This is an optimization exercise on Yosys and OpenROAD, whose aim is small area and few clock cycles per item, not a production implementation. The RTL was checked by simulation tests, not by an equivalence proof against the original design.

==> inputs of run a <==
## argb_unpremultiply_pixel_top
module argb_unpremultiply_pixel_top (
    input  logic       i_clk,
    input  logic       i_rst_n,
    input  logic       i_valid,
    output logic       o_stall,
    input  logic [7:0] i_alpha,
    input  logic [7:0] i_red_in,
    input  logic [7:0] i_green_in,
    input  logic [7:0] i_blue_in,
    input  logic       i_region_end_in,
    output logic       o_valid,
    input  logic       i_stall,
    output logic [7:0] o_red_out,
    output logic [7:0] o_green_out,
    output logic [7:0] o_blue_out,
    output logic       o_wrapped,
    output logic       o_region_end_out
);
clock: 9.5 ns
lec_check: 0
abc_area: 1
cap_margin: 20
core_margin: 2
core_utilization: 60
place_density: 0.75
setup_slack_margin: -0.45
slew_margin: 20
standard.sh (not shown) runs the stock make flow with config.mk's settings and CLKGATE_MAP_FILE= SYNTH_SCRIPT=/design/flow/synth_recipe.tcl, a recipe that flattens the netlist after the stock synthesis.
==> flow/flow/run.sh <==
#!/bin/bash
# Own layout flow: the standard flow (standard.sh, all ORFS steps, standard synthesis)
# with one change: the port buffers that global placement inserts are
# sky130_fd_sc_hd__buf_1 cells (buffer_ports -buffer_cell) instead of ORFS's pick.
# make's full output goes to own_flow.log; ORFS keeps each step's log under orfs/logs/.
set -euo pipefail
W=$PWD
python3 - "$W" <<'PY'
import sys, re, shlex
w = sys.argv[1]
s = open(w + "/standard.sh").read()
s, n = re.subn(r"(SYNTH_SCRIPT=\S+)", lambda m: m.group(1) + " "
               + shlex.quote("BUFFER_PORTS_ARGS=-buffer_cell sky130_fd_sc_hd__buf_1"), s)
assert n == 1, "SYNTH_SCRIPT not found in standard.sh"
open(w + "/own_standard.sh", "w").write(s)
PY
bash "$W/own_standard.sh" > "$W/own_flow.log" 2>&1
==> run b (differences from run a) <==
==> flow/flow/run.sh (replaced) <==
#!/bin/bash
# Own layout flow: the standard flow (standard.sh, all ORFS steps) with two changes:
#  1. synthesis: ABC maps the logic with flow/abc_map.script instead of ORFS's script
#     (every other synthesis step, the flip-flop mapping included, is synth_recipe.tcl's);
#  2. the port buffers that global placement inserts are sky130_fd_sc_hd__buf_1.
# make's full output goes to own_flow.log; ORFS keeps each step's log under orfs/logs/.
set -euo pipefail
W=$PWD
F=$W/flow
{
  printf 'proc abc {args} {\n'
  printf '  set i [lsearch -exact $args -script]\n'
  printf '  if {$i >= 0} { lset args [expr {$i + 1}] %s }\n' "$F/abc_map.script"
  printf '  yosys abc {*}$args\n'
  printf '}\n'
  cat "$W/synth_recipe.tcl"
} > "$W/own_synth.tcl"
python3 - "$W" <<'PY'
import sys, re, shlex
w = sys.argv[1]
s = open(w + "/standard.sh").read()
s, n = re.subn(r"SYNTH_SCRIPT=\S+", "SYNTH_SCRIPT=" + shlex.quote(w + "/own_synth.tcl")
               + " " + shlex.quote("BUFFER_PORTS_ARGS=-buffer_cell sky130_fd_sc_hd__buf_1"), s)
assert n == 1, "SYNTH_SCRIPT not found in standard.sh"
open(w + "/own_standard.sh", "w").write(s)
PY
bash "$W/own_standard.sh" > "$W/own_flow.log" 2>&1
==> flow/flow/abc_map.script (new file) <==
strash; dch; map; topo; dnsize -c; stime -c
ABC_AREA = not set   (was 1)
CORE_UTILIZATION = 40   (was 60)
PLACE_DENSITY = 0.6   (was 0.75)
SETUP_SLACK_MARGIN = not set   (was -0.45)
==> run c (differences from run a) <==
CORE_UTILIZATION = 70   (was 60)
PLACE_DENSITY = 0.85   (was 0.75)
SETUP_SLACK_MARGIN = -0.2   (was -0.45)
==> comparison <==
- Run c produced a layout that fails on setup timing. Run a finished with timing, DRC and antenna clean. Run b completed without violations.
- The highest worst setup slack belongs to run b, the lowest to run c.
- Core utilization: run c > run a > run b.
- Of run c and run b, run c has the higher synthesized cell count (gap about 2.3%, measured against run b).
- The highest first-iteration DRC count belongs to run c, the lowest to run b.
- Critical path depth, lowest first: run b, run a, run c.
- Of run b and run a, run a has the higher sequential share of layout area (gap 1.5 points).
- Against run b, the non-clock buffer count of run c is lower by 57.
- Sequential cell count is the same in run a and run b.
- Of run a and run b, run b has the higher cell count (gap about 9%, measured against run b).
- Die area: run c < run a < run b.
- Clock skew: run a > run c > run b.
Testbench counts of run a, summed over its fixed seeds: cycles 12,016, items 12,000.
Testbench counts of run b, summed over its fixed seeds: cycles 12,016, items 12,000.
Testbench counts of run c, summed over its fixed seeds: cycles 12,016, items 12,000.

port drivers added, routing unchanged:
The results above use ideal ports. As a check the final layouts listed here were re-extracted and re-timed, cells and wires unchanged.
Step 1 sets driving cells, clkbuf_16 on the clock port and buf_2 on the other inputs (assumed; they add their load-dependent delay and slew).
Step 2 times the ports against the registers' clock, not the clock port: input delays grow and output delays shrink by t, the midpoint of the rising clock arrivals with the driver on.
Slacks: ideal / step 1 / step 2; pairs: ideal / step 1.
run | t, ns | setup slack, ns | worst register clock-pin slew, ns | worst data-port slew with drivers (ns)
run a | 0.419 | 0.248 / 0.198 / 0.363 | 0.10 / 0.10 | 0.05
run b | 0.409 | 0.599 / 0.554 / 0.452 | 0.08 / 0.08 | 0.04
run c | 0.412 | -0.082 / -0.134 / 0.279 | 0.09 / 0.09 | 0.04
For run b, which loses most, drivers alone change the setup slack by -0.045 ns; drivers and shift together by -0.147 ns.
